This design comes from an exercise in tuning for small area on the open sky130 flow, not from production work.
Where RTL was checked, it was by simulation tests only, not by an equivalence proof against the original.
For runs 1 and 2, only the layout was checked, not whether the RTL still works.
No activity file was given, so power comes from the tool's default toggle rates.

==> flow/design.v <==
package lss_pkg;
    localparam int MAX_POINTS  = 1024;
    localparam int SAMPLE_BITS = 16;
    localparam int CNT_W       = $clog2(MAX_POINTS + 1);
    localparam int OUT_W       = 32;
endpackage
module least_squares_slope_core (
    input  logic                                   clk,
    input  logic                                   rst_n,
    input  logic                                   start,
    output logic                                   busy,
    input  logic signed [lss_pkg::SAMPLE_BITS-1:0] x_value,
    input  logic signed [lss_pkg::SAMPLE_BITS-1:0] y_value,
    input  logic                                   last_pair,
    output logic                                   done,
    output logic signed [lss_pkg::OUT_W-1:0]       slope,
    output logic                                   no_spread,
    output logic                                   saturated,
    output logic                                   overflowed,
    output logic [lss_pkg::CNT_W-1:0]              pair_count
);
    localparam logic [4:0] S_CLR   = 5'd0;    
    localparam logic [4:0] S_IDLE  = 5'd1;    
    localparam logic [4:0] S_SUMX  = 5'd2;    
    localparam logic [4:0] S_SUMY  = 5'd3;    
    localparam logic [4:0] S_TXY   = 5'd4;    
    localparam logic [4:0] S_ADDXY = 5'd5;    
    localparam logic [4:0] S_TXX   = 5'd6;    
    localparam logic [4:0] S_ADDXX = 5'd7;    
    localparam logic [4:0] S_DEN0  = 5'd8;    
    localparam logic [4:0] S_DEN1  = 5'd9;    
    localparam logic [4:0] S_NUM0  = 5'd10;   
    localparam logic [4:0] S_NUM1  = 5'd11;   
    localparam logic [4:0] S_ABS   = 5'd12;   
    localparam logic [4:0] S_INIT  = 5'd13;   
    localparam logic [4:0] S_DIV   = 5'd14;   
    localparam logic [4:0] S_FIN1  = 5'd15;   
    localparam logic [4:0] S_FIN2  = 5'd16;   
    logic [3:0]  t;
    logic [4:0]  st;
    logic [4:0]  j;       
    logic        lastp;
    logic [12:0] nr;      
    logic        drop;
    logic        done_r;
    logic [51:0] ra;
    logic [51:0] rb;
    logic [51:0] rc;
    logic [51:0] rd;
    logic [3:0]  ta;
    logic [3:0]  tb;
    logic [3:0]  tc;
    logic [3:0]  td;
    assign ta = ra[3:0];
    assign tb = rb[3:0];
    assign tc = rc[3:0];
    assign td = rd[3:0];
    logic        t_last;
    logic        t_zero;
    assign t_last = (t == 4'd12);
    assign t_zero = (t == 4'd0);
    logic [1:0]  pa;      
    logic [1:0]  pb;      
    logic        pb3;     
    logic        pw3;     
    logic        cy;      
    logic [2:0]  trl;     
    logic [2:0]  trn;     
    logic        sg;      
    logic        rsign;   
    logic        negf;    
    logic        zacc;    
    logic        nzacc;   
    logic        flat_r;
    logic        sat_r;
    logic st_clr, st_idle, st_sumx, st_sumy, st_txy, st_addxy, st_txx, st_addxx;
    logic st_den0, st_den1, st_num0, st_num1, st_abs, st_init, st_div, st_fin1, st_fin2;
    assign st_clr   = (st == S_CLR);
    assign st_idle  = (st == S_IDLE);
    assign st_sumx  = (st == S_SUMX);
    assign st_sumy  = (st == S_SUMY);
    assign st_txy   = (st == S_TXY);
    assign st_addxy = (st == S_ADDXY);
    assign st_txx   = (st == S_TXX);
    assign st_addxx = (st == S_ADDXX);
    assign st_den0  = (st == S_DEN0);
    assign st_den1  = (st == S_DEN1);
    assign st_num0  = (st == S_NUM0);
    assign st_num1  = (st == S_NUM1);
    assign st_abs   = (st == S_ABS);
    assign st_init  = (st == S_INIT);
    assign st_div   = (st == S_DIV);
    assign st_fin1  = (st == S_FIN1);
    assign st_fin2  = (st == S_FIN2);
    logic [3:0] xs;
    assign xs = (t < 4'd2) ? ra[47:44] : rb[39:36];
    logic [3:0] src;
    logic [3:0] topd;
    logic       sgl1;
    always_comb
    begin
        sgl1 = 1'b0;
        case (st)
            S_SUMX, S_TXX:   begin src = xs;        topd = 4'd3;  end
            S_SUMY:          begin src = rd[11:8];  topd = 4'd9;  end
            S_TXY:           begin src = rd[35:32]; topd = 4'd3;  end
            S_ADDXY, S_ADDXX:begin src = td;        topd = 4'd7;  end
            S_DEN0:          begin src = tb;        topd = 4'd10; end
            S_NUM0:          begin src = ta;        topd = 4'd10; end
            S_DEN1, S_NUM1:  begin src = tc;        topd = 4'd6;  sgl1 = 1'b1; end
            S_ABS, S_FIN2:   begin src = tb;        topd = 4'd12; end
            default:         begin src = td;        topd = 4'd12; end
        endcase
    end
    logic [3:0] raw;
    always_comb
    begin
        raw = src;
        if (t > topd)
        begin
            raw = {4{sg}};
        end
        else if (sgl1 && (t == topd))
        begin
            raw = {src[1], src[1], src[1:0]};
        end
        if (st_sumx && (t >= 4'd6))
        begin
            raw = (t == 4'd6) ? {2'b00, raw[1:0]} : 4'd0;
        end
        if (st_sumy && (t < 4'd6))
        begin
            raw = 4'd0;
        end
    end
    logic [2:0]  trip;
    logic        ncy;     
    always_comb
    begin
        case (st)
            S_TXY, S_TXX:     trip = trl;
            S_DEN1, S_NUM1:   trip = ~trl;
            S_DEN0, S_NUM0:   trip = trn;
            S_ABS, S_FIN2:    trip = {negf, 2'b00};
            S_INIT:           trip = 3'b110;
            S_DIV:            trip = rsign ? 3'b001 : 3'b110;
            S_CLR:            trip = 3'b000;
            default:          trip = 3'b001;
        endcase
    end
    logic d_zero;
    logic d_two;
    logic d_neg;
    assign d_zero = (trip[2] == trip[1]) && (trip[1] == trip[0]);
    assign d_two  = (trip[1] == trip[0]) && (trip[2] != trip[1]);
    assign d_neg  = trip[2] && !d_zero;
    logic [1:0] pbe;
    logic [3:0] mag;
    logic [3:0] opb;
    assign pbe = t_zero ? 2'b00 : pb;
    assign mag = st_sumy ? {raw[1:0], pbe} : d_two ? {raw[2:0], pbe[1]} : raw;
    assign opb = d_zero ? 4'd0 : (d_neg ? ~mag : mag);
    logic [3:0] dtap;
    logic       first;
    logic [3:0] opa;
    logic [1:0] pae;
    logic       bdiv;
    logic       x4;
    always_comb
    begin
        case (st)
            S_ADDXY, S_DIV:                        dtap = ta;
            S_ADDXX, S_NUM0, S_NUM1, S_ABS, S_FIN2: dtap = tb;
            S_SUMX, S_SUMY:                        dtap = tc;
            default:                               dtap = td;
        endcase
    end
    assign x4    = st_txy || st_txx || st_den0 || st_num0 || st_clr;
    assign first = ((st_txy || st_txx) && (j == 5'd6))
                || ((st_den0 || st_num0) && (j == 5'd12)) || st_clr;
    assign pae   = t_zero ? 2'b00 : pa;
    assign bdiv  = rb[15] && !j[4];
    always_comb
    begin
        if (x4)
        begin
            opa = first ? 4'd0 : {dtap[1:0], pae};
        end
        else if (st_div)
        begin
            opa = {dtap[2:0], t_zero ? bdiv : pa[1]};
        end
        else if (st_init)
        begin
            opa = (t < 4'd9) ? rb[19:16] : 4'd0;
        end
        else
        begin
            opa = dtap;
        end
    end
    logic       cin;
    logic       kill;
    logic [2:0] slo;
    logic [2:0] shi;
    logic [3:0] sum;
    assign cin  = t_zero ? d_neg : cy;
    assign kill = st_sumx && (t == 4'd6);
    assign slo  = {1'b0, opa[1:0]} + {1'b0, opb[1:0]} + {2'b00, cin};
    assign shi  = {1'b0, opa[3:2]} + {1'b0, opb[3:2]} + {2'b00, slo[2] && !kill};
    assign sum  = {shi[1:0], slo[1:0]};
    logic [3:0] rotb;
    logic [3:0] cst;
    logic       low11;
    logic       fixed;
    logic       we_a;
    logic       we_b;
    logic       we_c;
    logic       we_d;
    assign low11 = (t < 4'd11);
    assign fixed = flat_r || sat_r;
    assign rotb  = {tb[2:0], t_zero ? !rsign : pb3};
    assign cst   = flat_r ? 4'h0
                 : negf ? ((t == 4'd7) ? 4'h8 : 4'h0)
                 : ((t == 4'd7) ? 4'h7 : 4'hF);
    assign we_a = st_clr || (st_addxy && low11) || st_init || st_div;
    assign we_b = st_clr || (st_addxx && low11) || st_num0 || st_num1 || st_abs
               || (st_fin2 && !fixed);
    assign we_c = st_clr || st_sumx || st_sumy;
    assign we_d = ((st_txy || st_txx) && (t < 4'd8)) || st_den0 || st_den1;
    logic [3:0] ina;
    logic [3:0] inb;
    logic [3:0] inc;
    logic [3:0] ind;
    assign ina = we_a ? sum : ta;
    assign inb = we_b ? sum : (st_div || st_fin1) ? rotb : st_fin2 ? cst : tb;
    assign inc = we_c ? sum : tc;
    assign ind = we_d ? sum : td;
    logic nin_c;
    assign nin_c = t_zero ? 1'b1 : ncy;
    logic load;
    assign load = st_idle && t_last;
    always_ff @(posedge clk)
    begin
        ra <= {ina, ra[51:4]};
        rb <= {inb, rb[51:4]};
        rc <= {inc, rc[51:4]};
        rd <= {ind, rd[51:4]};
        if (load)
        begin
            ra[51:44] <= x_value[7:0];
            rb[51:44] <= x_value[15:8];
            rd[47:32] <= y_value;
        end
    end
    logic       solve0;
    logic [4:0] u;
    logic [3:0] w;
    logic [2:0] wtrip;
    logic       take;
    assign solve0 = st_den0 || st_num0;
    assign u      = j + (st_num0 ? 5'd13 : 5'd0);
    assign w      = solve0 ? tc : xs;
    assign wtrip  = {u[0] ? w[3:2] : w[1:0], (u[0] ? w[1] : pw3) && (j != 5'd0)};
    assign take   = (solve0 || st_sumy || st_addxy || st_txy || st_txx) && (t == u[4:1]);
    always_ff @(posedge clk)
    begin
        pa  <= dtap[3:2];
        pb  <= raw[3:2];
        pb3 <= tb[3];
        pw3 <= w[3];
        cy  <= shi[2];
        if (t == topd)
        begin
            sg <= sgl1 ? src[1] : src[3];
        end
        if (solve0)
        begin
            if (take)
            begin
                trl <= wtrip;
            end
        end
        else if (st_den1 || st_num1)
        begin
            if ((({1'b0, t} + 5'd1) == {j[3:0], 1'b0}) && (j != 5'd0))
            begin
                trn <= {nr[0], nr[12], nr[11]};
            end
            else if (t_last && (j == 5'd0))
            begin
                trn <= 3'b000;
            end
        end
        else
        begin
            if (take)
            begin
                trn <= wtrip;
            end
            if (t_last)
            begin
                trl <= take ? wtrip : trn;
                if (st_addxx || st_idle)
                begin
                    trn <= 3'b000;
                end
            end
        end
        if (st_num1 && t_last)
        begin
            negf <= sum[3];
        end
        if ((st_init || st_div) && t_last)
        begin
            rsign <= sum[3];
        end
        if (st_init)
        begin
            zacc <= (t_zero ? 1'b0 : zacc) || (td != 4'd0);
            if (t_last)
            begin
                flat_r <= !(zacc || (td != 4'd0));
                sat_r  <= (zacc || (td != 4'd0)) && !sum[3];
            end
        end
        if (st_fin1)
        begin
            if (t < 4'd7)
            begin
                nzacc <= (t_zero ? 1'b0 : nzacc) || (rotb != 4'd0);
            end
            if (t == 4'd7)
            begin
                sat_r <= rotb[3] && (!negf || nzacc || (rotb[2:0] != 3'd0));
            end
        end
    end
    assign busy = !load;
    always_ff @(posedge clk or negedge rst_n)
    begin
        if (!rst_n)
        begin
            t      <= 4'd0;
            st     <= S_CLR;
            done_r <= 1'b0;
        end
        else
        begin
            t      <= t_last ? 4'd0 : t + 4'd1;
            done_r <= st_fin2 && t_last;
            if (t_last)
            begin
                case (st)
                    S_CLR:   st <= S_IDLE;
                    S_IDLE:
                    begin
                        if (start)
                        begin
                            if (!nr[11])
                            begin
                                st <= S_SUMX;
                            end
                            else if (last_pair)
                            begin
                                st <= S_DEN0;
                            end
                        end
                    end
                    S_SUMX:  st <= S_SUMY;
                    S_SUMY:  st <= S_TXY;
                    S_TXY:   if (j == 5'd31) st <= S_ADDXY;
                    S_ADDXY: st <= S_TXX;
                    S_TXX:   if (j == 5'd31) st <= S_ADDXX;
                    S_ADDXX: st <= lastp ? S_DEN0 : S_IDLE;
                    S_DEN0:  st <= S_DEN1;
                    S_DEN1:  st <= (j == 5'd0) ? S_NUM0 : S_DEN0;
                    S_NUM0:  st <= S_NUM1;
                    S_NUM1:  st <= (j == 5'd0) ? S_ABS : S_NUM0;
                    S_ABS:   st <= S_INIT;
                    S_INIT:  st <= (!(zacc || (td != 4'd0)) || !sum[3]) ? S_FIN2 : S_DIV;
                    S_DIV:   if (j == 5'd31) st <= S_FIN1;
                    S_FIN1:  st <= S_FIN2;
                    default: st <= S_CLR;
                endcase
            end
        end
    end
    always_ff @(posedge clk)
    begin
        if (load)
        begin
            lastp <= last_pair;
        end
        if (st_clr && t_last)
        begin
            drop <= 1'b0;
        end
        else if (load && start && nr[11])
        begin
            drop <= 1'b1;
        end
        nr  <= {st_clr ? 1'b0 : st_sumx ? (nr[0] ^ nin_c) : nr[0], nr[12:1]};
        ncy <= nr[0] && nin_c;
        if (t_last)
        begin
            case (st)
                S_SUMX:           j <= 5'd7;
                S_TXY:            j <= (j == 5'd31) ? 5'd7 : j - 1'b1;
                S_IDLE, S_ADDXX:  j <= 5'd12;
                S_DEN1:           j <= (j == 5'd0) ? 5'd12 : j - 1'b1;
                S_DEN0, S_NUM0:   j <= j;
                S_INIT:           j <= 5'd0;
                S_DIV:            j <= j + 1'b1;
                default:          j <= j - 1'b1;
            endcase
        end
    end
    assign done       = done_r;
    assign slope      = rb[31:0];
    assign no_spread  = flat_r;
    assign saturated  = sat_r;
    assign overflowed = drop;
    assign pair_count = nr[10:0];
endmodule
==> flow/flow/run.sh <==
#!/bin/bash
# The standard layout (the standard.sh, unchanged synthesis and steps), with two changes:
# the port buffers that global placement inserts are made from the smallest buffer cell, and
# clock tree synthesis inserts no dummy loads, and gates off the critical paths are downsized
# after global routing (repair_timing -recover_power).
set -euo pipefail
export BUFFER_PORTS_ARGS="-buffer_cell sky130_fd_sc_hd__buf_1"
export RECOVER_POWER=100
export CTS_ARGS="-sink_clustering_enable -repair_clock_nets -dont_use_dummy_load -buf_list sky130_fd_sc_hd__clkbuf_8 -sink_clustering_size 15 -sink_clustering_max_diameter 50"
bash standard.sh > standard.log 2>&1
==> flow/standard.sh <==
#!/bin/bash
# synth_recipe.tcl (not shown) runs the flow's synth.tcl, then flattens the netlist and writes it again
# the make line also repeats each setting of config.mk as NAME=value (left out here)
make -C /OpenROAD-flow-scripts/flow DESIGN_CONFIG=/design/flow/config.mk WORK_HOME=/design/flow/orfs CLKGATE_MAP_FILE= SYNTH_SCRIPT=/design/flow/synth_recipe.tcl "${@:-finish}"
==> flow/config.mk <==
export PLATFORM = sky130hd
export DESIGN_NAME = least_squares_slope_core
export DESIGN_NICKNAME = least_squares_slope_core
export VERILOG_FILES = /design/flow/design.v
export SDC_FILE = /design/flow/constraint.sdc
export NUM_CORES = 4
export LEC_CHECK = 0
export ABC_AREA = 1
export CAP_MARGIN = 20
export CORE_MARGIN = 2
export CORE_UTILIZATION = 60
export CTS_BUF_LIST = sky130_fd_sc_hd__clkbuf_8
export CTS_CLUSTER_DIAMETER = 50
export CTS_CLUSTER_SIZE = 15
export PLACE_DENSITY = 0.75
export SLEW_MARGIN = 20
==> flow/constraint.sdc <==
create_clock -name core_clock -period 11.0 [get_ports {clk}]
set_input_delay 2.2000 -clock core_clock [delete_from_list [all_inputs] [get_ports {clk}]]
set_output_delay 2.2000 -clock core_clock [all_outputs]
set_load 0.01 [all_outputs]
==> out/metrics.cfg, run 1 <==
[drt]
wl_per_cell_um = 17.2
ant_nets = 0
via_per_inst = 5.34
drt-pass1-iter-count = 7
drt_wl_total_um = 21500
drtIter0Drc = 614
vias = 6679
drcViolationCount = 0

[logic_synthesis]
synth_top_cell_area_share = 0.506
ys.flop_type = dfxtp_1
ys_top_cells_by_area = dfxtp_1 51%, nand2_1 9.8%, edfxtp_1 5.9%
ys_async_sr_fraction = 0.0386
ys_seq_area_frac = 0.593
yosys_warnings = 1
synth_nets = 1067
ys_types = 45
postSynthAreaPerCell_um2 = 9.04
ys_ff_latch = 259
synth_edf_count = 18
postSynthCellCount = 1010
yosysTopAreaCell = dfxtp_1
synth_area_um2 = 9130

[power_and_ir_drop]
power_density_nw_per_um2 = 170
p_leak_nw = 4.36
net-switching-power_mw = 0.374
p_int_mw = 1.26
comb_power_share = 0.063
ir_worst_vdd_mv = 0.112
clockPowerShare = 0.289
switching_share = 0.228
p_seq_frac = 0.648

[clock_tree]
cts-resized-gates = 0
cts_made_buffers = 24
ctsHoldBuffers = 0
cts_setup_buffers = 0
cts_sinks = 259
cts_tree = yes
clk_pin_slew_worst_paths_ns = 0.09
cts.path.max_buffers = 3
cts_root_buf = clkbuf_8
insertion_delay_ns = 0.55
h-tree-depth = 1

[finish]
final_core_util = 0.640
antenna_cells = 0
nets = 1121
drive_above_1_share = 0.0433
final_cell_mix = 240 x nand2_1, 231 x dfxtp_1, 106 x inv_1, 90 x nor2_1, 82 x buf_1
nFillCells = 1306
syn2layout_area_growth_pct = 5.29
mostFrequentLayoutCell = nand2_1
layout.cells.non_filler = 1250

[timing]
min_period_ns = 6.71
final_max_slew_viol_count = 37
max_slew.worst_pin.slew_ns = 1.51
setup_viol_count_final = 0
slew_headroom = -0.00834
period_share = 0.610
setup_tns_ns = 0
finalHoldViolations = 0
skew_ns = 0.0487
hold_ws_ns = 0.293
max_freq_mhz = 149
rsz0062_at_grt = false

[die]
core_um2 = 15000
fp.dieH_um = 127
dieArea_um2 = 16200
io_pins = 84
initial_utilization = 0.607
core.rowCount = 45
fp.dieW_um = 127

[global_route]
grt_pass1_vias = 6192
grt_max_degree = 37
antenna_found_initial = 0
grt_usage = 0.265
overflow = 0
grt_pass1_wl_um = 33200

[run_status]
status = failed layout checks
so_faults = max-capacitance violations, max-slew violations

[placed_design]
hpwl_um = 16100
numPortBuffers = 83
dp.cells = 1226
gp_congestion = 1.03

[worst_setup_path]
worst_setup_path_start_kind = flip-flop
cp_data_required_time_ns = 8.80
cp-end-kind = output port
cp_max_fo = 36
cp.arrival_ns = 4.51
crit_type = flip-flop to output port

[hold_path]
min_path_type = flip-flop to flip-flop

[job]
maxCapViolations = 1

==> worst max-delay path, stage by stage (launching register included) <==
cell and delay, ns:
dfrtp_1 0.49, nor2_1 0.47, nand2_1 0.12, nor2_1 0.23, inv_1 0.12, nor2_1 0.23
clkbuf_1 1.13, inv_1 0.86, buf_1 0.30
==> cells in the mapped netlist (2+ instances only) <==
cell type / number
a21boi_0: 2
a21oi_1: 41
a31oi_1: 5
buf_2: 2
buf_4: 44
clkbuf_1: 10
dfrtp_1: 10
dfxtp_1: 231
edfxtp_1: 18
fa_1: 4
ha_1: 17
inv_1: 104
inv_2: 3
nand2_1: 238
nand2_2: 8
nand3_1: 45
nand3_2: 3
nand4_1: 6
nor2_1: 88
nor2_2: 6
nor2_4: 2
nor3_1: 9
nor4_1: 2
o2111ai_1: 3
o211ai_1: 7
o21ai_0: 59
o21ai_1: 4
o22ai_1: 9
o31ai_1: 2
or2_2: 3
xnor2_1: 5
xor2_1: 7
==> registers in the layout, summed over array words and instances (netlist names), 3 cells and up <==
name	flops
rc	52
ra	52
trn	3
rb	52
t	4
j	5
rd	52
trl	3
nr	13
st	5
==> path summary, 6_finish.rpt <==
check / startpoint / to / slack [ns] / cells after the start
max in group asynchronous: rst_n / t[3]$_DFF_PN0_ / 8.94 / 1
min in group asynchronous: rst_n / st[3]$_DFFE_PN0P_ / 1.62 / 1
setup / recovery: st[2]$_DFFE_PN0P_ / busy / 4.29 / 8
hold reg to reg: rc[46]$_DFF_P_ / rc[42]$_DFF_P_ / 0.29 / 0
setup reg to reg: st[2]$_DFFE_PN0P_ / st[3]$_DFFE_PN0P_ / 4.66 / 29
hold / removal: rc[46]$_DFF_P_ / rc[42]$_DFF_P_ / 0.29 / 0
==> metrics by stage <==
stage               power, mW  setup slack [ns]  cell area [um2]
floorplan                1.15              6.00             9130
global placement         1.18              5.19             9320
detailed placement       1.18              4.96             9320
CTS                      1.65              4.95             9650
global route             1.70              3.87             9620
finish                   1.64              4.29             9620
==> logic make-up after synthesis <==
| kind of cell | share of synthesized area |
|---|---|
| adders and majority gates | 0.0321 |
| AOI/OAI and AO/OA | 0.0866 |
| xor gates and xnor gates | 0.0115 |
| and+or+nand+nor | 0.190 |
| DFF | 0.593 |
| muxes | 0.00110 |
| buffers and inverters | 0.0862 |
==> power by group through the flow <==
stage / Sequential, mW / Clock (mW) / Combinational (mW)
final: 1.06 / 0.473 / 0.103
after global routing: 1.07 / 0.518 / 0.114
after CTS: 1.06 / 0.483 / 0.100
after detailed placement: 1.08 / 0 / 0.100
after global placement: 1.08 / 0 / 0.0997
after floorplan: 1.07 / 0 / 0.0782
==> layout make-up <==
cell class                 count  area [um2]  area share
multi-input combinational    586        2910       0.303
clock buffer                  24         330      0.0344
sequential                   259        5420       0.563
inverter                     108         405      0.0422
tap                          188         235      0.0245
timing repair buffer          85         319      0.0332
==> per-layer routing <==
metal / part of all wire / wire (um) / global-route usage / vias up
met5: 0 / 0 / 0 / -
li1: - / - / - / 3277
met2: 0.43 / 9160 / 0.405 / 318
met4: 0.051 / 1090 / 0.126 / 0
met3: 0.087 / 1880 / 0.0528 / 67
met1: 0.44 / 9380 / 0.365 / 3017
==> inputs of run 2 (changes only) <==
==> flow/flow/run.sh (replaced) <==
#!/bin/bash
# The standard layout (the standard.sh, unchanged synthesis and steps), with two changes:
# the port buffers that global placement inserts are made from the smallest buffer cell, and
# clock tree synthesis inserts no dummy loads.
set -euo pipefail
export BUFFER_PORTS_ARGS="-buffer_cell sky130_fd_sc_hd__buf_1"
export CTS_ARGS="-sink_clustering_enable -repair_clock_nets -dont_use_dummy_load -buf_list sky130_fd_sc_hd__clkbuf_8 -sink_clustering_size 22 -sink_clustering_max_diameter 50"
bash standard.sh > standard.log 2>&1
==> run 2 against run 1 <==
  * Global-route usage decreased by 0.061 points
  * Cell count shrank 0.32%
  * Non-clock buffer count did not move
  * Critical path depth up 25
  * Final area fell by 0.26%
  * Routed wire length fell by 1.0%
  * Now clean on timing, DRC and antenna
  * Largest cell class unchanged
  * Clock power shrank 9.1%
  * Register-to-register slack better by 0.22 ns
  * Hold slack got worse by 0.017 ns
==> out/metrics.cfg, run 2 <==
[run_status]
status = timing/DRC/antenna clean

[clock_tree]
insertion_delay_ns = 0.54  ; about the same
cts_sinks = 259  ; unchanged
cts_made_buffers = 20  ; -17%
h-tree-depth = 1  ; unchanged
cts-resized-gates = 0  ; unchanged
ctsHoldBuffers = 0  ; unchanged
cts.path.max_buffers = 3  ; unchanged
cts_root_buf = clkbuf_8
cts_tree = yes
cts_setup_buffers = 0  ; unchanged
clk_pin_slew_worst_paths_ns = 0.11  ; +0.02 ns

[worst_setup_path]
crit_type = flip-flop to flip-flop
cp.arrival_ns = 6.51  ; +2.00 ns
cp-end-kind = flip-flop
crit_slowest_cell = fa_1
cpMostUsedCell = nand2_1
cp_max_fo = 8  ; -78%
r2r-end = st[3]$_DFFE_PN0P_
rr_worst_depth = 33  ; +14%
cp_data_required_time_ns = 11.38  ; +2.58 ns
r2r_slack_ns = 4.88  ; +0.22 ns
cpPeakStageDelay_ns = 0.64  ; -0.49 ns
worst_setup_path_start_kind = flip-flop
reg2reg_from = st[0]$_DFFE_PN0P_

[die]
io_pins = 84  ; unchanged
core.rowCount = 45  ; unchanged
core_um2 = 15000  ; unchanged
dieArea_um2 = 16200  ; unchanged
fp.dieH_um = 127  ; unchanged
initial_utilization = 0.607  ; unchanged
fp.dieW_um = 127  ; unchanged

[global_route]
grt_pass1_vias = 6111  ; -1.3%
grt_pass1_wl_um = 33100  ; -0.27%
overflow = 0  ; unchanged
grt_usage = 0.265  ; -0.000612
grt_max_degree = 37  ; unchanged
antenna_found_initial = 0  ; unchanged

[timing]
max_freq_mhz = 163  ; +9.7%
rsz0062_at_grt = false
slew_headroom = 0.439  ; +0.447
max_slew.worst_pin.slew_ns = 0.841  ; -0.672 ns
hold_ws_ns = 0.276  ; -0.0170 ns
setup_viol_count_final = 0  ; unchanged
setup_tns_ns = 0  ; unchanged
skew_ns = 0.0580  ; +0.00922 ns
finalHoldViolations = 0  ; unchanged
final_max_slew_viol_count = 0  ; -100%
period_share = 0.557  ; -0.0538
min_period_ns = 6.12  ; -0.591 ns

[power_and_ir_drop]
ir_worst_vdd_mv = 0.172  ; +54%
power_density_nw_per_um2 = 166  ; -2.4%
power_mw = 1.59  ; -2.6%
p_leak_nw = 4.34  ; -0.43%

[logic_synthesis]
synthMuxAreaShare = 0.00110  ; unchanged
synth_nets = 1067  ; unchanged
yosysMostFrequentCell = nand2_1
ys.flop_type = dfxtp_1
synth_area_um2 = 9130  ; unchanged
synth_edf_count = 18  ; unchanged
synth_common_cells = 238 x nand2_1, 231 x dfxtp_1, 104 x inv_1
ys_async_sr_fraction = 0.0386  ; unchanged
postSynthCellCount = 1010  ; unchanged
yosys.area_share.simple = 0.190  ; unchanged
synth_fa_ha_area_frac = 0.0321  ; unchanged
yosys_warnings = 1  ; unchanged
ys_ff_latch = 259  ; unchanged
ys_seq_area_frac = 0.593  ; unchanged
ys_top_cells_by_area = dfxtp_1 51%, nand2_1 9.8%, edfxtp_1 5.9%
synth-xor-area-share = 0.0115  ; unchanged
yosysTopAreaCell = dfxtp_1
synth_top_family_by_area = simple AND/OR/NAND/NOR gates
ys_types = 45  ; unchanged
synth_compound_area_frac = 0.0866  ; unchanged
postSynthAreaPerCell_um2 = 9.04  ; unchanged
synth_top_cell_area_share = 0.506  ; unchanged

[hold_path]
holdPathStages = 0  ; unchanged
hp-start = rc[46]$_DFF_P_
min_to = rc[42]$_DFF_P_
min_path_type = flip-flop to flip-flop

[placed_design]
gp_congestion = 1.03  ; unchanged
hpwl_um = 16100  ; unchanged
numPortBuffers = 83  ; unchanged
dp.cells = 1226  ; unchanged

[finish]
multi_input_area_um2 = 2930  ; +0.77%
final-seq-area_um2 = 5420  ; unchanged
final_cell_mix = 238 x nand2_1, 231 x dfxtp_1, 104 x inv_1, 87 x nor2_1, 83 x buf_1
layout.cells.non_filler = 1246  ; -0.32%
nFillCells = 1306  ; unchanged
nets = 1117  ; -0.36%
final_core_util = 0.638  ; -0.00166
antenna_cells = 0  ; unchanged
mostFrequentLayoutCell = nand2_1
drive_above_1_share = 0.0491  ; +0.00583
syn2layout_area_growth_pct = 5.01

[drt]
drcViolationCount = 0  ; unchanged
drt_wl_total_um = 21300  ; -1.0%
wl_per_cell_um = 17.1  ; -0.69%
drtIter0Drc = 630  ; +2.6%
via_per_inst = 5.33  ; -0.20%
ant_nets = 0  ; unchanged
drt-pass1-iter-count = 5  ; -2
vias = 6644  ; -0.52%

[job]
maxCapViolations = 0  ; -1

run 2: worst max-delay path, delay by kind of cell (launching register included):
family	cells	cell delay, ns
simple gates	17	1.97
flops	1	0.46
buf+inv	6	0.67
compound gates	5	0.76
fa+ha+maj	5	2.09
run 2: worst max-delay path by stage:
stage,startpoint,end,slack [ns],depth (start not counted)
after floorplan,st[0]$_DFFE_PN0P_,st[4]$_DFFE_PN0P_,6.00,33
after global placement,st[0]$_DFFE_PN0P_,st[4]$_DFFE_PN0P_,5.19,33
after detailed placement,st[0]$_DFFE_PN0P_,st[3]$_DFFE_PN0P_,4.96,33
after CTS,st[0]$_DFFE_PN0P_,st[3]$_DFFE_PN0P_,4.95,33
after global routing,st[0]$_DFFE_PN0P_,st[3]$_DFFE_PN0P_,4.31,33
final,st[0]$_DFFE_PN0P_,st[3]$_DFFE_PN0P_,4.88,33
run 2: final cells by class:
type | count | area share
well taps | 188 | 0.0245
repair buffers | 85 | 0.0341
multi-input cells | 586 | 0.306
flip-flops and latches | 259 | 0.565
inverters | 108 | 0.0423
clock buffers | 20 | 0.0287
run 2: routing by layer:
metal	GRT usage	wire length, um	up-vias
met5	0	0	-
met4	0.119	1090	0
met3	0.0536	1770	71
met2	0.407	9120	313
met1	0.364	9310	2992
li1	-	-	3268
run 2: logic make-up (layout without fill, tap and decap cells):
group                    after synthesis  in the layout
AO/OA/AOI/OAI                        140            140
adder cells (fa/ha/maj)               21             21
flip-flops                           259            259
multiplexers                           1              1
AND/OR/NAND/NOR                      412            412
buffers and inverters                165            213
XOR/XNOR                              12             12
run 2: metrics by stage:
step | area, um2 | setup WS, ns
6_report | 9590 | 4.88
5_1_grt | 9590 | 4.31
4_1_cts | 9590 | 4.95
3_5_place_dp | 9320 | 4.96
3_3_place_gp | 9320 | 5.19
2_1_floorplan | 9130 | 6.00
run 2: power by group:
| part | switching (mW) | internal, mW |
|---|---|---|
| logic | 0.0691 | 0.0332 |
| registers | 0.0256 | 1.03 |
| clock network | 0.266 | 0.164 |
==> inputs of run 3 (changes only) <==
--- a/flow/design.v
+++ b/flow/design.v
@@ -39,9 +39,7 @@
     logic [3:0]  t;
     logic [4:0]  st;
     logic [4:0]  j;       
-    logic        lastp;
     logic [12:0] nr;      
-    logic        drop;
     logic        done_r;
     logic [51:0] ra;
     logic [51:0] rb;
@@ -61,7 +59,6 @@
     assign t_zero = (t == 4'd0);
     logic [1:0]  pa;      
     logic [1:0]  pb;      
-    logic        pb3;     
     logic        pw3;     
     logic        cy;      
     logic [2:0]  trl;     
@@ -70,7 +67,6 @@
     logic        rsign;   
     logic        negf;    
     logic        zacc;    
-    logic        nzacc;   
     logic        flat_r;
     logic        sat_r;
     logic st_clr, st_idle, st_sumx, st_sumy, st_txy, st_addxy, st_txx, st_addxx;
@@ -219,7 +215,7 @@
     logic       we_d;
     assign low11 = (t < 4'd11);
     assign fixed = flat_r || sat_r;
-    assign rotb  = {tb[2:0], t_zero ? !rsign : pb3};
+    assign rotb  = {tb[2:0], t_zero ? !rsign : pb[1]};
     assign cst   = flat_r ? 4'h0
                  : negf ? ((t == 4'd7) ? 4'h8 : 4'h0)
                  : ((t == 4'd7) ? 4'h7 : 4'hF);
@@ -250,7 +246,7 @@
         begin
             ra[51:44] <= x_value[7:0];
             rb[51:44] <= x_value[15:8];
-            rd[47:32] <= y_value;
+            rd[48:32] <= {last_pair, y_value};
         end
     end
     logic       solve0;
@@ -266,8 +262,7 @@
     always_ff @(posedge clk)
     begin
         pa  <= dtap[3:2];
-        pb  <= raw[3:2];
-        pb3 <= tb[3];
+        pb  <= (st_div || st_fin1) ? {tb[3], 1'b0} : raw[3:2];
         pw3 <= w[3];
         cy  <= shi[2];
         if (t == topd)
@@ -285,7 +280,7 @@
         begin
             if ((({1'b0, t} + 5'd1) == {j[3:0], 1'b0}) && (j != 5'd0))
             begin
-                trn <= {nr[0], nr[12], nr[11]};
+                trn <= {nr[0], nr[12], nr[11] && (t != 4'd1)};
             end
             else if (t_last && (j == 5'd0))
             begin
@@ -328,11 +323,11 @@
         begin
             if (t < 4'd7)
             begin
-                nzacc <= (t_zero ? 1'b0 : nzacc) || (rotb != 4'd0);
+                zacc <= (t_zero ? 1'b0 : zacc) || (rotb != 4'd0);
             end
             if (t == 4'd7)
             begin
-                sat_r <= rotb[3] && (!negf || nzacc || (rotb[2:0] != 3'd0));
+                sat_r <= rotb[3] && (!negf || zacc || (rotb[2:0] != 3'd0));
             end
         end
     end
@@ -372,7 +367,7 @@
                     S_TXY:   if (j == 5'd31) st <= S_ADDXY;
                     S_ADDXY: st <= S_TXX;
                     S_TXX:   if (j == 5'd31) st <= S_ADDXX;
-                    S_ADDXX: st <= lastp ? S_DEN0 : S_IDLE;
+                    S_ADDXX: st <= rd[0] ? S_DEN0 : S_IDLE;
                     S_DEN0:  st <= S_DEN1;
                     S_DEN1:  st <= (j == 5'd0) ? S_NUM0 : S_DEN0;
                     S_NUM0:  st <= S_NUM1;
@@ -388,19 +383,8 @@
     end
     always_ff @(posedge clk)
     begin
-        if (load)
-        begin
-            lastp <= last_pair;
-        end
-        if (st_clr && t_last)
-        begin
-            drop <= 1'b0;
-        end
-        else if (load && start && nr[11])
-        begin
-            drop <= 1'b1;
-        end
-        nr  <= {st_clr ? 1'b0 : st_sumx ? (nr[0] ^ nin_c) : nr[0], nr[12:1]};
+        nr  <= {st_clr ? 1'b0 : st_sumx ? (nr[0] ^ nin_c) : (nr[0] || (load && start && nr[11])),
+                nr[12:1]};
         ncy <= nr[0] && nin_c;
         if (t_last)
         begin
@@ -420,6 +404,6 @@
     assign slope      = rb[31:0];
     assign no_spread  = flat_r;
     assign saturated  = sat_r;
-    assign overflowed = drop;
+    assign overflowed = nr[12];
     assign pair_count = nr[10:0];
 endmodule
==> flow/flow/run.sh (replaced) <==
#!/bin/bash
# The standard layout (the standard.sh, unchanged synthesis and steps), with two changes:
# the port buffers that global placement inserts are made from the smallest buffer cell, and
# clock tree synthesis inserts no dummy loads.
set -euo pipefail
export BUFFER_PORTS_ARGS="-buffer_cell sky130_fd_sc_hd__buf_1"
export CTS_ARGS="-sink_clustering_enable -repair_clock_nets -dont_use_dummy_load -buf_list sky130_fd_sc_hd__clkbuf_8 -sink_clustering_size 18 -sink_clustering_max_diameter 50"
bash standard.sh > standard.log 2>&1
==> run 3 against run 2 <==
  * Still clean on timing, DRC and antenna
  * Synthesized cell count is 0.99% lower
  * First-iteration DRC count is 2.5% higher
  * Fmax is 5.2% lower
  * Die area is 1.6% lower
  * Clock skew is 0.0026 ns higher
  * Utilization is 0.99 points higher
  * Register-to-register slack worse by 0.33 ns
  * Critical path depth is 2 higher
  * Routed wire length is 1.8% higher
  * Cell count is 1.1% lower
  * Synthesized area is 1.6% lower
  * Critical endpoint is now st[2]$_DFFE_PN0P_
==> out/metrics.cfg, run 3 <==
[clock_tree]
h-tree-depth = 1  ; unchanged
cts_made_buffers = 22  ; +10%
cts.path.max_buffers = 3  ; unchanged
ctsHoldBuffers = 0  ; unchanged
insertion_delay_ns = 0.55  ; about the same
cts-resized-gates = 0  ; unchanged
cts_sinks = 255  ; -1.5%
cts_setup_buffers = 0  ; unchanged
cts_root_buf = clkbuf_8
clk_pin_slew_worst_paths_ns = 0.10  ; about the same
cts_tree = yes

[timing]
max_freq_mhz = 155  ; -5.2%
rsz0062_at_grt = false
final_max_slew_viol_count = 0  ; unchanged
finalHoldViolations = 0  ; unchanged
skew_ns = 0.0606  ; +0.00264 ns
max_slew.worst_pin.slew_ns = 0.976  ; +0.135 ns
setup_viol_count_final = 0  ; unchanged
min_period_ns = 6.46  ; +0.333 ns
slew_headroom = 0.347  ; -0.0920
period_share = 0.587  ; +0.0302
setup_tns_ns = 0  ; unchanged

[drt]
drt-pass1-iter-count = 6  ; +1
vias = 6654  ; +0.15%
via_per_inst = 5.40  ; +1.3%
drtIter0Drc = 646  ; +2.5%
ant_nets = 0  ; unchanged
drcViolationCount = 0  ; unchanged
drt_wl_total_um = 21700  ; +1.8%
wl_per_cell_um = 17.6  ; +3.0%

[logic_synthesis]
postSynthAreaPerCell_um2 = 8.98  ; -0.66%
synth_top_family_by_area = simple AND/OR/NAND/NOR gates
ys.flop_type = dfxtp_1
postSynthCellCount = 1000  ; -0.99%
synth_area_um2 = 8980  ; -1.6%
yosysMostFrequentCell = nand2_1
synth-xor-area-share = 0.0127  ; +0.00117
yosys_warnings = 1  ; unchanged
ys_ff_latch = 255  ; -1.5%
ys_seq_area_frac = 0.591  ; -0.00235
synth_edf_count = 15  ; -3
ys_top_cells_by_area = dfxtp_1 51%, nand2_1 11%, edfxtp_1 5.0%
synth_nets = 1058  ; -0.84%
yosysTopAreaCell = dfxtp_1
synth_common_cells = 253 x nand2_1, 230 x dfxtp_1, 87 x nor2_1
yosys.area_share.simple = 0.196  ; +0.00623
synth_top_cell_area_share = 0.513  ; +0.00624
synth_fa_ha_area_frac = 0.0340  ; +0.00193
ys_async_sr_fraction = 0.0392  ; +0.000606
synthMuxAreaShare = 0.00111  ; +0.0000183
synth_compound_area_frac = 0.0848  ; -0.00176
ys_types = 49  ; +8.9%

[finish]
final_cell_mix = 253 x nand2_1, 230 x dfxtp_1, 86 x nor2_1, 83 x inv_1, 83 x buf_1
layout.cells.non_filler = 1232  ; -1.1%
syn2layout_area_growth_pct = 5.22
drive_above_1_share = 0.0420  ; -0.00716
mostFrequentLayoutCell = nand2_1
antenna_cells = 0  ; unchanged
nets = 1108  ; -0.81%

[worst_setup_path]
cpMostUsedCell = nand2_1
r2r-end = st[2]$_DFFE_PN0P_
r2r_slack_ns = 4.54  ; -0.33 ns
worst_setup_path_start_kind = flip-flop
cp_data_required_time_ns = 11.40  ; +0.02 ns
cp_max_fo = 11  ; +3
rr_worst_depth = 35  ; +6.1%
cpPeakStageDelay_ns = 0.57  ; -0.07 ns
cp.arrival_ns = 6.86  ; +0.35 ns
crit_slowest_cell = fa_1
cp-end-kind = flip-flop
crit_type = flip-flop to flip-flop
reg2reg_from = st[4]$_DFFE_PN0P_

[placed_design]
numPortBuffers = 83  ; unchanged
gp_congestion = 0.998  ; -3.3%
dp.cells = 1210  ; -1.3%
hpwl_um = 16600  ; +2.8%

[run_status]
status = timing/DRC/antenna clean

[die]
io_pins = 84  ; unchanged
initial_utilization = 0.616  ; +0.00820
dieArea_um2 = 16000  ; -1.6%
core_um2 = 14600  ; -3.0%
fp.dieH_um = 126  ; -0.80%
fp.dieW_um = 126  ; -0.80%
core.rowCount = 44  ; -2.2%

[hold_path]
hp-start = rd[21]$_DFF_P_
holdPathStages = 0  ; unchanged
min_to = rd[17]$_DFF_P_
min_path_type = flip-flop to flip-flop

[power_and_ir_drop]
power_density_nw_per_um2 = 162  ; -2.5%
power_mw = 1.53  ; -3.9%
p_leak_nw = 4.29  ; -1.2%
ir_worst_vdd_mv = 0.186  ; +8.0%

[global_route]
grt_pass1_wl_um = 34100  ; +3.0%
grt_usage = 0.274  ; +0.00938
grt_pass1_vias = 6271  ; +2.6%
antenna_found_initial = 0  ; unchanged
overflow = 0  ; unchanged
grt_max_degree = 38  ; +2.7%

[job]
maxCapViolations = 0  ; unchanged

## run 3: changes by cell type after synthesis, moves of 3 or more
cell	before	now
nand3_1	45	53
o221ai_1	0	5
nor3_1	9	12
o22ai_1	9	5
inv_1	104	83
nand2_2	8	1
o21ai_0	59	63
edfxtp_1	18	15
inv_2	3	7
a31oi_1	5	2
nand2_1	238	253
a21oi_1	41	34
## run 3: final cells by class
class,count,area (um2)
clock buffer,22,303
tap,184,230
inverter,91,342
fill,1225,5140
sequential,255,5310
timing repair buffer,84,319
multi-input combinational,596,2950
## run 3: per-stage QoR
step                area [um2]  worst slack [ns]   util  hold WS [ns]
finish                    9450              4.54  0.648         0.261
global route              9450              4.04  0.648         0.260
CTS                       9450              4.67  0.648         0.260
detailed placement        9150              4.72  0.627         0.312
global placement          9150              4.99  0.627         0.310
floorplan                 8980              5.72      -         0.310
## run 3: power breakdown
part | switching [mW] | leakage [nW] | internal, mW
registers | 0.0157 | 2.17 | 0.978
clock network | 0.267 | 0.158 | 0.179
logic | 0.0624 | 1.96 | 0.0294
## run 3: critical path, delay by kind of cell, from the launching register on
kind                     cells  cell delay, ns
AND/OR/NAND/NOR             18            2.19
adder cells (fa/ha/maj)      5            2.06
flip-flops                   1            0.44
AO/OA/AOI/OAI                8            1.26
buffers and inverters        4            0.36
## run 3: routing by layer
layer  track usage  vias up  wire length, um
li1              -     3260                -
met1         0.385     3060             9470
met2         0.440      284             9850
met3        0.0401       50             1650
met4        0.0911        0              704
met5             0        -                0
## run 3: worst max-delay path by stage
stage | start | endpoint | cells after the start
after global placement | st[4]$_DFFE_PN0P_ | st[2]$_DFFE_PN0P_ | 35
final | st[4]$_DFFE_PN0P_ | st[2]$_DFFE_PN0P_ | 35
after CTS | st[4]$_DFFE_PN0P_ | st[2]$_DFFE_PN0P_ | 35
after floorplan | st[4]$_DFFE_PN0P_ | st[2]$_DFFE_PN0P_ | 36
after global routing | st[4]$_DFFE_PN0P_ | st[2]$_DFFE_PN0P_ | 35
after detailed placement | st[4]$_DFFE_PN0P_ | st[2]$_DFFE_PN0P_ | 35
## run 3: kinds of logic (layout without fill, tap and decap cells)
logic type,Yosys count,after routing
AND/OR/NAND/NOR,427,427
flip-flops,255,255
buffers and inverters,149,197
AO/OA/AOI/OAI,133,133
adder cells (fa/ha/maj),22,22
XOR/XNOR,13,13
multiplexers,1,1
==> inputs of run 4 (changes only) <==
==> flow/flow/run.sh (replaced) <==
#!/bin/bash
# The standard layout (the standard.sh, unchanged synthesis and steps), with two changes:
# the port buffers that global placement inserts are made from the smallest buffer cell, and
# clock tree synthesis inserts no dummy loads.
set -euo pipefail
export BUFFER_PORTS_ARGS="-buffer_cell sky130_fd_sc_hd__buf_1"
export CTS_ARGS="-sink_clustering_enable -repair_clock_nets -dont_use_dummy_load -buf_list sky130_fd_sc_hd__clkbuf_4 -sink_clustering_size 13 -sink_clustering_max_diameter 45"
bash standard.sh > standard.log 2>&1
==> run 4 against run 3 <==
  * Still clean on timing, DRC and antenna
  * Non-clock buffer count unchanged
  * Hold slack better by 0.013 ns
  * Total power is 5.2% lower
  * Fmax is 0.72% higher
  * Setup slack gained 0.046 ns
  * Combinational power about the same
  * Cell count grew 0.49%
  * Synthesized area unchanged
  * Critical path type unchanged
  * Largest cell class unchanged
  * Highest routed layer unchanged
==> out/metrics.cfg, run 4 <==
[finish]
multi_input_area_um2 = 2950  ; unchanged
nFillCells = 1233  ; +0.65%
mostFrequentLayoutCell = nand2_1
drive_above_1_share = 0.0456  ; +0.00364
nets = 1112  ; +0.36%
syn2layout_area_growth_pct = 4.08
layout.cells.non_filler = 1238  ; +0.49%
final-seq-area_um2 = 5310  ; unchanged
final_cell_mix = 253 x nand2_1, 230 x dfxtp_1, 86 x nor2_1, 83 x inv_1, 83 x buf_1
final_core_util = 0.641  ; -0.00703

[die]
io_pins = 84  ; unchanged
core.rowCount = 44  ; unchanged
fp.dieW_um = 126  ; unchanged
fp.dieH_um = 126  ; unchanged
core_um2 = 14600  ; unchanged
dieArea_um2 = 16000  ; unchanged
initial_utilization = 0.616  ; unchanged

[timing]
final_max_slew_viol_count = 0  ; unchanged
setup_viol_count_final = 0  ; unchanged
slew_headroom = 0.384  ; +0.0369
max_freq_mhz = 156  ; +0.72%
rsz0062_at_grt = false
max_slew.worst_pin.slew_ns = 0.923  ; -0.0527 ns
min_period_ns = 6.41  ; -0.0459 ns
skew_ns = 0.0561  ; -0.00454 ns
period_share = 0.583  ; -0.00418
finalHoldViolations = 0  ; unchanged
setup_tns_ns = 0  ; unchanged

[clock_tree]
cts_setup_buffers = 0  ; unchanged
cts.path.max_buffers = 3  ; unchanged
ctsHoldBuffers = 0  ; unchanged
h-tree-depth = 1  ; unchanged
cts_tree = yes
cts_made_buffers = 26  ; +18%
cts_root_buf = clkbuf_4
cts_sinks = 255  ; unchanged
cts-resized-gates = 0  ; unchanged
insertion_delay_ns = 0.66  ; +0.11 ns
clk_pin_slew_worst_paths_ns = 0.10  ; about the same

[drt]
vias = 6744  ; +1.4%
top_layer_used = met4
drtIter0Drc = 653  ; +1.1%
via_per_inst = 5.45  ; +0.86%
dr_wl_met3_um = 1670  ; +1.3%
drcViolationCount = 0  ; unchanged
drt-pass1-iter-count = 6  ; unchanged
wl_met1_um = 9340  ; -1.3%
wl_met2_um = 9640  ; -2.1%
wl_per_cell_um = 17.4  ; -1.4%
drt_wl_total_um = 21500  ; -0.87%
ant_nets = 0  ; unchanged

[worst_setup_path]
crit_slowest_cell = fa_1
cpMostUsedCell = nand2_1
cp-end-kind = flip-flop
cp_max_fo = 11  ; unchanged
r2r_slack_ns = 4.59  ; +0.05 ns
cpPeakStageDelay_ns = 0.56  ; about the same
cp.arrival_ns = 6.93  ; +0.07 ns
cp_data_required_time_ns = 11.52  ; +0.12 ns
rr_worst_depth = 35  ; unchanged
r2r-end = st[2]$_DFFE_PN0P_
reg2reg_from = st[4]$_DFFE_PN0P_
crit_type = flip-flop to flip-flop
worst_setup_path_start_kind = flip-flop

[logic_synthesis]
synth_area_um2 = 8980  ; unchanged
ys_async_sr_fraction = 0.0392  ; unchanged
ys_seq_area_frac = 0.591  ; unchanged
postSynthCellCount = 1000  ; unchanged
yosysMostFrequentCell = nand2_1
synth_common_cells = 253 x nand2_1, 230 x dfxtp_1, 87 x nor2_1
synth_top_cell_area_share = 0.513  ; unchanged
synth_nets = 1058  ; unchanged
ys_top_cells_by_area = dfxtp_1 51%, nand2_1 11%, edfxtp_1 5.0%
ys.flop_type = dfxtp_1
yosys_warnings = 1  ; unchanged
yosysTopAreaCell = dfxtp_1
ys_types = 49  ; unchanged
synth_edf_count = 15  ; unchanged
ys_ff_latch = 255  ; unchanged
postSynthAreaPerCell_um2 = 8.98  ; unchanged

[hold_path]
min_path_type = flip-flop to flip-flop
min_to = rc[46]$_DFF_P_
holdPathStages = 0  ; unchanged
hp-start = rc[50]$_DFF_P_

[job]
maxCapViolations = 0  ; unchanged

[global_route]
overflow = 0  ; unchanged
grt_max_degree = 38  ; unchanged
grt_pass1_vias = 6272  ; +0.016%
grt_usage = 0.272  ; -0.00154
grt_pass1_wl_um = 33700  ; -0.95%
antenna_found_initial = 1  ; +1

[run_status]
status = timing/DRC/antenna clean

[power_and_ir_drop]
power_density_nw_per_um2 = 155  ; -4.1%
ir_worst_vdd_mv = 0.141  ; -24%
p_leak_nw = 4.25  ; -0.90%

[placed_design]
gp_congestion = 0.998  ; unchanged
hpwl_um = 16600  ; unchanged
numPortBuffers = 83  ; unchanged
dp.cells = 1210  ; unchanged

-- run 4: logic make-up after synthesis --
family	Yosys count	synth area share
buffers and inverters	149	0.0809
AND/OR/NAND/NOR	427	0.196
flip-flops	255	0.591
AO/OA/AOI/OAI	133	0.0848
XOR/XNOR	13	0.0127
multiplexers	1	0.00111
adder cells (fa/ha/maj)	22	0.0340
-- run 4: critical path: cells and delay by family (launching register included) --
family,cells,cell delay [ns]
compound gates,8,1.24
flops,1,0.44
fa+ha+maj,5,2.04
buf+inv,4,0.38
simple gates,18,2.19
-- run 4: stage by stage --
stage | setup WS [ns] | hold WS [ns] | instance area, um2 | power, mW
2_1_floorplan | 5.72 | 0.310 | 8980 | 1.07
3_3_place_gp | 4.99 | 0.310 | 9150 | 1.10
3_5_place_dp | 4.72 | 0.312 | 9150 | 1.10
4_1_cts | 4.71 | 0.278 | 9340 | 1.46
5_1_grt | 4.09 | 0.268 | 9350 | 1.51
6_report | 4.59 | 0.274 | 9350 | 1.45
-- run 4: final cells by class --
| class | instances | share of cell area |
|---|---|---|
| Sequential cell | 255 | 0.567 |
| Multi-Input combinational cell | 596 | 0.316 |
| Inverter | 91 | 0.0365 |
| Timing Repair Buffer | 84 | 0.0341 |
| Tap cell | 184 | 0.0246 |
| Clock buffer | 26 | 0.0209 |
| Antenna cell | 2 | 0.000535 |
-- run 4: layer usage --
layer	GRT usage	vias to the layer above
li1	-	3289
met1	0.376	3099
met2	0.428	303
met3	0.0531	53
met4	0.104	0
met5	0	-
-- run 4: worst max path at each step --
stage | startpoint | to
floorplan | st[4]$_DFFE_PN0P_ | st[2]$_DFFE_PN0P_
global placement | st[4]$_DFFE_PN0P_ | st[2]$_DFFE_PN0P_
detailed placement | st[4]$_DFFE_PN0P_ | st[2]$_DFFE_PN0P_
CTS | st[4]$_DFFE_PN0P_ | st[2]$_DFFE_PN0P_
global route | st[4]$_DFFE_PN0P_ | st[2]$_DFFE_PN0P_
finish | st[4]$_DFFE_PN0P_ | st[2]$_DFFE_PN0P_
-- run 4: power breakdown --
| group | internal, mW | switching [mW] | total, mW |
|---|---|---|---|
| clock network | 0.109 | 0.258 | 0.367 |
| logic | 0.0294 | 0.0625 | 0.0919 |
| registers | 0.978 | 0.0155 | 0.993 |
| total | 1.12 | 0.336 | 1.45 |
==> inputs of run 5 (changes only) <==
==> flow/flow/run.sh (replaced) <==
#!/bin/bash
# The standard layout (the standard.sh, unchanged synthesis and steps), with two changes:
# the port buffers that global placement inserts are made from the smallest buffer cell, and
# clock tree synthesis inserts no dummy loads.
set -euo pipefail
export BUFFER_PORTS_ARGS="-buffer_cell sky130_fd_sc_hd__buf_1"
export CTS_ARGS="-sink_clustering_enable -repair_clock_nets -dont_use_dummy_load -buf_list sky130_fd_sc_hd__clkbuf_8 -sink_clustering_size 15 -sink_clustering_max_diameter 50"
bash standard.sh > standard.log 2>&1
==> run 5 against run 4 <==
  * Critical path type unchanged
  * Clock skew is 0.0076 ns lower
  * Still clean on timing, DRC and antenna
  * Hold slack better by 0.039 ns
  * Sequential share of layout area is 0.70 points lower
  * Highest routed layer unchanged
==> out/metrics.cfg, run 5 <==
[clock_tree]
cts_made_buffers = 23  ; -12%
cts.path.max_buffers = 3  ; unchanged
cts_tree = yes
cts_root_buf = clkbuf_8
insertion_delay_ns = 0.54  ; -0.12 ns
ctsHoldBuffers = 0  ; unchanged
cts_sinks = 255  ; unchanged
clk_pin_slew_worst_paths_ns = 0.09  ; about the same
cts_setup_buffers = 0  ; unchanged
cts-resized-gates = 0  ; unchanged
h-tree-depth = 1  ; unchanged

[timing]
max_slew.worst_pin.slew_ns = 0.953  ; +0.0299 ns
max_freq_mhz = 155  ; -0.63%
final_max_slew_viol_count = 0  ; unchanged
rsz0062_at_grt = false
finalHoldViolations = 0  ; unchanged
slew_headroom = 0.362  ; -0.0216
min_period_ns = 6.45  ; +0.0405 ns
setup_tns_ns = 0  ; unchanged
setup_viol_count_final = 0  ; unchanged
period_share = 0.586  ; +0.00368
finalWorstSetupSlack_ns = 4.55  ; -0.0405 ns
skew_ns = 0.0485  ; -0.00760 ns

[global_route]
grt_usage = 0.275  ; +0.00223
grt.busiest_layer = met2
antenna_found_initial = 0  ; -1
grt_max_degree = 38  ; unchanged
overflow = 0  ; unchanged
grt_pass1_wl_um = 34000  ; +0.72%
met3_usage = 0.0447  ; -0.00844
met1_usage = 0.382  ; +0.00576
met2_usage = 0.432  ; +0.00346
grt_pass1_vias = 6290  ; +0.29%

[placed_design]
gp_congestion = 0.998  ; unchanged
dp_slack_ns = 4.72  ; unchanged
numPortBuffers = 83  ; unchanged
hpwl_um = 16600  ; unchanged

[logic_synthesis]
yosysTopAreaCell = dfxtp_1
synth_nets = 1058  ; unchanged
yosys_warnings = 1  ; unchanged
synth_common_cells = 253 x nand2_1, 230 x dfxtp_1, 87 x nor2_1
ys_seq_area_frac = 0.591  ; unchanged
ys_top_cells_by_area = dfxtp_1 51%, nand2_1 11%, edfxtp_1 5.0%
synth_area_um2 = 8980  ; unchanged
yosysMostFrequentCell = nand2_1
ys_async_sr_fraction = 0.0392  ; unchanged
synth_edf_count = 15  ; unchanged
ys_types = 49  ; unchanged
postSynthAreaPerCell_um2 = 8.98  ; unchanged
ys.flop_type = dfxtp_1
postSynthCellCount = 1000  ; unchanged
synth_top_cell_area_share = 0.513  ; unchanged
ys_ff_latch = 255  ; unchanged

[worst_setup_path]
r2r_slack_ns = 4.55  ; -0.04 ns
cp-end-kind = flip-flop
startpoint = st[4]$_DFFE_PN0P_
cp_max_fo = 11  ; unchanged
crit_slowest_cell = fa_1
cpMostUsedCell = nand2_1
reg2reg_from = st[4]$_DFFE_PN0P_
cpPeakStageDelay_ns = 0.57  ; about the same
rr_worst_depth = 35  ; unchanged
cp_data_required_time_ns = 11.39  ; -0.13 ns
crit_type = flip-flop to flip-flop
endpoint = st[2]$_DFFE_PN0P_
worst_setup_path_start_kind = flip-flop
cp.arrival_ns = 6.84  ; -0.09 ns
r2r-end = st[2]$_DFFE_PN0P_

[finish]
mostFrequentLayoutCell = nand2_1
antenna_cells = 0  ; -2
nets = 1109  ; -0.27%
syn2layout_area_growth_pct = 5.38
final_core_util = 0.649  ; +0.00798
final_cell_mix = 253 x nand2_1, 230 x dfxtp_1, 86 x nor2_1, 83 x inv_1, 83 x buf_1
drive_above_1_share = 0.0429  ; -0.00273
nFillCells = 1224  ; -0.73%

[power_and_ir_drop]
comb_power_share = 0.059  ; -0.004
power_mw = 1.54  ; +6.1%
p_leak_nw = 4.29  ; +1.1%
ir_worst_vdd_mv = 0.167  ; +18%
switching_share = 0.225  ; -0.00631
net-switching-power_mw = 0.347  ; +3.2%
p_seq_frac = 0.645  ; -0.039
power_density_nw_per_um2 = 163  ; +4.8%
clockPowerShare = 0.296  ; +0.043
p_int_mw = 1.19  ; +7.0%

[die]
core_um2 = 14600  ; unchanged
initial_utilization = 0.616  ; unchanged
fp.dieH_um = 126  ; unchanged
io_pins = 84  ; unchanged
fp.dieW_um = 126  ; unchanged
core.rowCount = 44  ; unchanged
dieArea_um2 = 16000  ; unchanged

[drt]
wl_per_cell_um = 17.5  ; +1.0%
via_per_inst = 5.39  ; -1.0%
ant_nets = 0  ; unchanged
drcViolationCount = 0  ; unchanged
drt_wl_total_um = 21600  ; +0.60%
drt-pass1-iter-count = 6  ; unchanged
vias = 6648  ; -1.4%
drtIter0Drc = 617  ; -5.5%

[job]
maxCapViolations = 0  ; unchanged

[hold_path]
min_path_type = flip-flop to flip-flop
holdPathStages = 0  ; unchanged

[run_status]
status = timing/DRC/antenna clean

-- run 5: changes by cell type in the layout (fill, tap and decap cells not counted) --
cell,delta
clkbuf_4,-26
clkbuf_8,+23
diode_2,-2
-- run 5: power groups by stage --
stage          registers (mW)  clock network [mW]  logic [mW]
6_report                0.993               0.456      0.0916
3_3_place_gp             1.01                   0      0.0890
5_1_grt                 0.998               0.496       0.102
2_1_floorplan            1.01                   0      0.0648
3_5_place_dp             1.02                   0      0.0894
4_1_cts                 0.994               0.468      0.0902
-- run 5: area by class of cell --
cell class	instances	area, um2	share of cell area
sequential	255	5310	0.560
multi-input combinational	596	2950	0.312
inverter	91	342	0.0361
timing repair buffer	84	319	0.0337
clock buffer	23	317	0.0334
tap	184	230	0.0243
-- run 5: logic make-up (layout without fill, tap and decap cells) --
logic type,count (synthesis),count (layout),share of synthesized area
AO/OA/AOI/OAI,133,133,0.0848
XOR/XNOR,13,13,0.0127
adder cells (fa/ha/maj),22,22,0.0340
buffers and inverters,149,198,0.0809
flip-flops,255,255,0.591
multiplexers,1,1,0.00111
AND/OR/NAND/NOR,427,427,0.196
-- run 5: metal layers --
| metal | share of wire | wire (um) | vias up |
|---|---|---|---|
| met4 | 0.038 | 828 | 0 |
| met3 | 0.074 | 1590 | 50 |
| met1 | 0.44 | 9510 | 3068 |
| met5 | 0 | 0 | - |
| li1 | - | - | 3266 |
| met2 | 0.45 | 9680 | 264 |
-- run 5: per-stage QoR --
step           instances  hold WS, ns  cell area [um2]
2_1_floorplan       1000        0.310             8980
3_3_place_gp        1210        0.310             9150
3_5_place_dp        1210        0.312             9150
4_1_cts             1233        0.316             9470
5_1_grt             1233        0.314             9470
6_report            1233        0.313             9470
-- run 5: how the worst min path moves through the flow --
| stage | from | end | slack [ns] |
|---|---|---|---|
| global placement | rb[43]$_DFF_P_ | rb[39]$_DFF_P_ | 0.31 |
| detailed placement | rb[35]$_DFF_P_ | rb[31]$_DFF_P_ | 0.31 |
| CTS | rd[30]$_DFF_P_ | rd[26]$_DFF_P_ | 0.32 |
| global route | rc[42]$_DFF_P_ | rc[38]$_DFF_P_ | 0.31 |
| floorplan | ra[4]$_DFF_P_ | ra[0]$_DFF_P_ | 0.31 |
| finish | rd[30]$_DFF_P_ | rd[26]$_DFF_P_ | 0.31 |
-- run 5: critical path, delay by kind of cell, from the launching register on --
kind	cells	cell delay [ns]
AND/OR/NAND/NOR	18	2.18
buffers and inverters	4	0.37
AO/OA/AOI/OAI	8	1.25
adder cells (fa/ha/maj)	5	2.07
flip-flops	1	0.44
==> inputs of run 6 (changes only) <==
--- a/flow/config.mk
+++ b/flow/config.mk
@@ -9,8 +9,6 @@
 export CAP_MARGIN = 20
 export CORE_MARGIN = 2
 export CORE_UTILIZATION = 60
-export CTS_BUF_LIST = sky130_fd_sc_hd__clkbuf_8
-export CTS_CLUSTER_DIAMETER = 50
-export CTS_CLUSTER_SIZE = 15
+export GPL_TIMING_DRIVEN = 0
 export PLACE_DENSITY = 0.75
 export SLEW_MARGIN = 20
==> run 6 against run 5 <==
  * Critical path type unchanged
  * Die area unchanged
  * Flip-flop and latch count stayed put
  * Largest cell class unchanged
  * Combinational power increased by 11%
  * Critical endpoint unchanged
  * Fmax is 4.1% lower
==> out/metrics.cfg, run 6 <==
[run_status]
status = timing/DRC/antenna clean

[clock_tree]
insertion_delay_ns = 0.54  ; about the same
cts_setup_buffers = 0  ; unchanged
clk_pin_slew_worst_paths_ns = 0.10  ; about the same
cts_made_buffers = 22  ; -4.3%
ctsHoldBuffers = 0  ; unchanged
cts-resized-gates = 0  ; unchanged
h-tree-depth = 1  ; unchanged
cts.path.max_buffers = 3  ; unchanged
cts_tree = yes
cts_sinks = 255  ; unchanged
cts_root_buf = clkbuf_8

[power_and_ir_drop]
clockPowerShare = 0.289  ; -0.007
net-switching-power_mw = 0.347  ; about the same
switching_share = 0.225  ; about the same
power_density_nw_per_um2 = 157  ; -3.6%
p_int_mw = 1.19  ; about the same
p_leak_nw = 4.53  ; +5.5%
comb_power_share = 0.066  ; +0.007
ir_worst_vdd_mv = 0.157  ; -6.2%
p_seq_frac = 0.645  ; about the same

[worst_setup_path]
cpMostUsedCell = nand2_1
cp_data_required_time_ns = 11.40  ; about the same
crit_type = flip-flop to flip-flop
cp.arrival_ns = 7.12  ; +0.28 ns
reg2reg_from = st[4]$_DFFE_PN0P_
cpPeakStageDelay_ns = 0.59  ; +0.02 ns
cp-end-kind = flip-flop
rr_worst_depth = 36  ; +2.9%
startpoint = st[4]$_DFFE_PN0P_
cp_max_fo = 10  ; -1
endpoint = st[2]$_DFFE_PN0P_
r2r_slack_ns = 4.27  ; -0.28 ns
r2r-end = st[2]$_DFFE_PN0P_
worst_setup_path_start_kind = flip-flop
crit_slowest_cell = fa_1

[finish]
final_core_util = 0.674  ; +0.0248
final_cell_mix = 253 x nand2_1, 230 x dfxtp_1, 87 x nor2_1, 83 x inv_1, 83 x buf_1
antenna_cells = 0  ; unchanged
nets = 1165  ; +5.0%
layout.cells.non_filler = 1289  ; +4.5%
drive_above_1_share = 0.0796  ; +0.0367
syn2layout_area_growth_pct = 9.40
mostFrequentLayoutCell = nand2_1
fin_area_um2 = 9830  ; +3.8%

[drt]
ant_nets = 0  ; unchanged
drt-pass1-iter-count = 5  ; -1
wl_per_cell_um = 16.5  ; -5.6%
via_per_inst = 5.29  ; -1.9%
drcViolationCount = 0  ; unchanged
vias = 6820  ; +2.6%
drt_wl_total_um = 21300  ; -1.3%
drtIter0Drc = 581  ; -5.8%

[timing]
period_share = 0.612  ; +0.0251
setup_viol_count_final = 0  ; unchanged
rsz0062_at_grt = false
slew_headroom = 0.530  ; +0.168
final_max_slew_viol_count = 0  ; unchanged
max_slew.worst_pin.slew_ns = 0.702  ; -0.251 ns
hold_ws_ns = 0.319  ; +0.00585 ns
min_period_ns = 6.73  ; +0.276 ns
finalHoldViolations = 0  ; unchanged
skew_ns = 0.0693  ; +0.0209 ns
max_freq_mhz = 149  ; -4.1%
setup_tns_ns = 0  ; unchanged

[job]
maxCapViolations = 0  ; unchanged

[placed_design]
hpwl_um = 16600  ; -0.11%
dpl_cell_area_um2 = 9520  ; +4.1%
gp_congestion = 0.961  ; -3.7%
dp.cells = 1267  ; +4.7%
numPortBuffers = 83  ; unchanged

[logic_synthesis]
yosys_warnings = 1  ; unchanged
ys_seq_area_frac = 0.591  ; unchanged
synth_common_cells = 253 x nand2_1, 230 x dfxtp_1, 87 x nor2_1
yosysMostFrequentCell = nand2_1
synth_top_cell_area_share = 0.513  ; unchanged
synth_nets = 1058  ; unchanged
synth_area_um2 = 8980  ; unchanged
ys_top_cells_by_area = dfxtp_1 51%, nand2_1 11%, edfxtp_1 5.0%
yosysTopAreaCell = dfxtp_1
ys_ff_latch = 255  ; unchanged
postSynthCellCount = 1000  ; unchanged
postSynthAreaPerCell_um2 = 8.98  ; unchanged
ys.flop_type = dfxtp_1
synth_edf_count = 15  ; unchanged
ys_async_sr_fraction = 0.0392  ; unchanged
ys_types = 49  ; unchanged

[global_route]
antenna_found_initial = 0  ; unchanged
grt_max_degree = 16  ; -58%
overflow = 0  ; unchanged
grt_pass1_wl_um = 33900  ; -0.34%
met1_usage = 0.379  ; -0.00250
grt_usage = 0.271  ; -0.00381
met2_usage = 0.436  ; +0.00409
grt.busiest_layer = met2
met3_usage = 0.0358  ; -0.00886
grt_pass1_vias = 6511  ; +3.5%

[die]
fp.dieH_um = 126  ; unchanged
fp.dieW_um = 126  ; unchanged
dieArea_um2 = 16000  ; unchanged
core_um2 = 14600  ; unchanged
core.rowCount = 44  ; unchanged
io_pins = 84  ; unchanged
initial_utilization = 0.616  ; unchanged

[hold_path]
min_path_type = flip-flop to flip-flop
hp-start = rd[5]$_DFF_P_

[run 6: cell types whose count changed in the layout (fill, tap and decap cells not counted), sizes merged]
cell	delta
clkbuf	+11
buf	+45
[run 6: layer usage]
metal | wire, um | part of all wire | vias to the layer above
met5 | 0 | 0 | -
met4 | 691 | 0.032 | 0
met3 | 1610 | 0.076 | 46
met2 | 9730 | 0.46 | 304
met1 | 9290 | 0.44 | 3097
li1 | - | - | 3373
[run 6: power by group through the flow]
stage	combinational, mW	clock (mW)	sequential [mW]
2_1_floorplan	0.0648	0	1.01
3_3_place_gp	0.0989	0	1.01
3_5_place_dp	0.0992	0	1.02
4_1_cts	0.100	0.458	0.995
5_1_grt	0.112	0.493	0.999
6_report	0.102	0.445	0.994
[run 6: cell families after synthesis]
logic type | count (synthesis) | synth area share
AO/OA/AOI/OAI | 133 | 0.0848
XOR/XNOR | 13 | 0.0127
adder cells (fa/ha/maj) | 22 | 0.0340
buffers and inverters | 149 | 0.0809
flip-flops | 255 | 0.591
multiplexers | 1 | 0.00111
AND/OR/NAND/NOR | 427 | 0.196
[run 6: cell type report]
cell class,instances,area [um2]
Sequential cell,255,5310
Fill cell,1221,4760
Multi-Input combinational cell,596,2950
Buffer,58,385
Inverter,91,342
Timing Repair Buffer,83,312
Clock buffer,22,303
Tap cell,184,230
[run 6: critical path, delay by kind of cell, from the launching register on]
kind                     cells  cell delay [ns]
AO/OA/AOI/OAI                8             1.34
adder cells (fa/ha/maj)      5             2.09
buffers and inverters        5             0.43
flip-flops                   1             0.44
AND/OR/NAND/NOR             18             2.30
[run 6: per-stage QoR]
stage,setup slack (ns),power (mW)
after floorplan,5.72,1.07
after global placement,4.46,1.11
after detailed placement,4.43,1.12
after CTS,4.39,1.55
after global routing,3.91,1.60
final,4.27,1.54
[run 6: how the worst min path moves through the flow]
| stage | depth (start not counted) | slack [ns] | to |
|---|---|---|---|
| 2_1_floorplan | 0 | 0.31 | ra[0]$_DFF_P_ |
| 3_3_place_gp | 0 | 0.31 | rb[28]$_DFF_P_ |
| 3_5_place_dp | 0 | 0.31 | ra[34]$_DFF_P_ |
| 4_1_cts | 0 | 0.32 | rd[1]$_DFF_P_ |
| 5_1_grt | 0 | 0.33 | rd[1]$_DFF_P_ |
| 6_report | 0 | 0.32 | rd[1]$_DFF_P_ |

==> what the ideal ports hide <==
The flow's constraints put no driver on any port. The routed layouts listed below were extracted and timed again, unchanged, in two steps.
Step 1 assumes that a clkbuf_16 drives the clock port and a buf_2 every other input.
Step 2 times the ports against the registers' clock, not the clock port: input delays grow and output delays shrink by t, the midpoint of the rising clock arrivals with the driver on.
a / b / c = ideal ports / drivers / drivers and shift; a / b = the first two.
run | shift t [ns] | setup WS [ns] | worst setup path after step 2 | clock arrival spread, ns
run 1 | 0.566 | 4.285 / 4.246 / 4.665 | register to register | 0.050 / 0.049
run 2 | 0.548 | 4.877 / 4.877 / 4.877 | register to register | 0.058 / 0.059
run 3 | 0.555 | 4.544 / 4.544 / 4.544 | register to register | 0.061 / 0.061
run 4 | 0.675 | 4.590 / 4.590 / 4.590 | register to register | 0.057 / 0.056
run 5 | 0.555 | 4.550 / 4.550 / 4.550 | register to register | 0.049 / 0.048
run 6 | 0.548 | 4.273 / 4.273 / 4.273 | register to register | 0.069 / 0.070
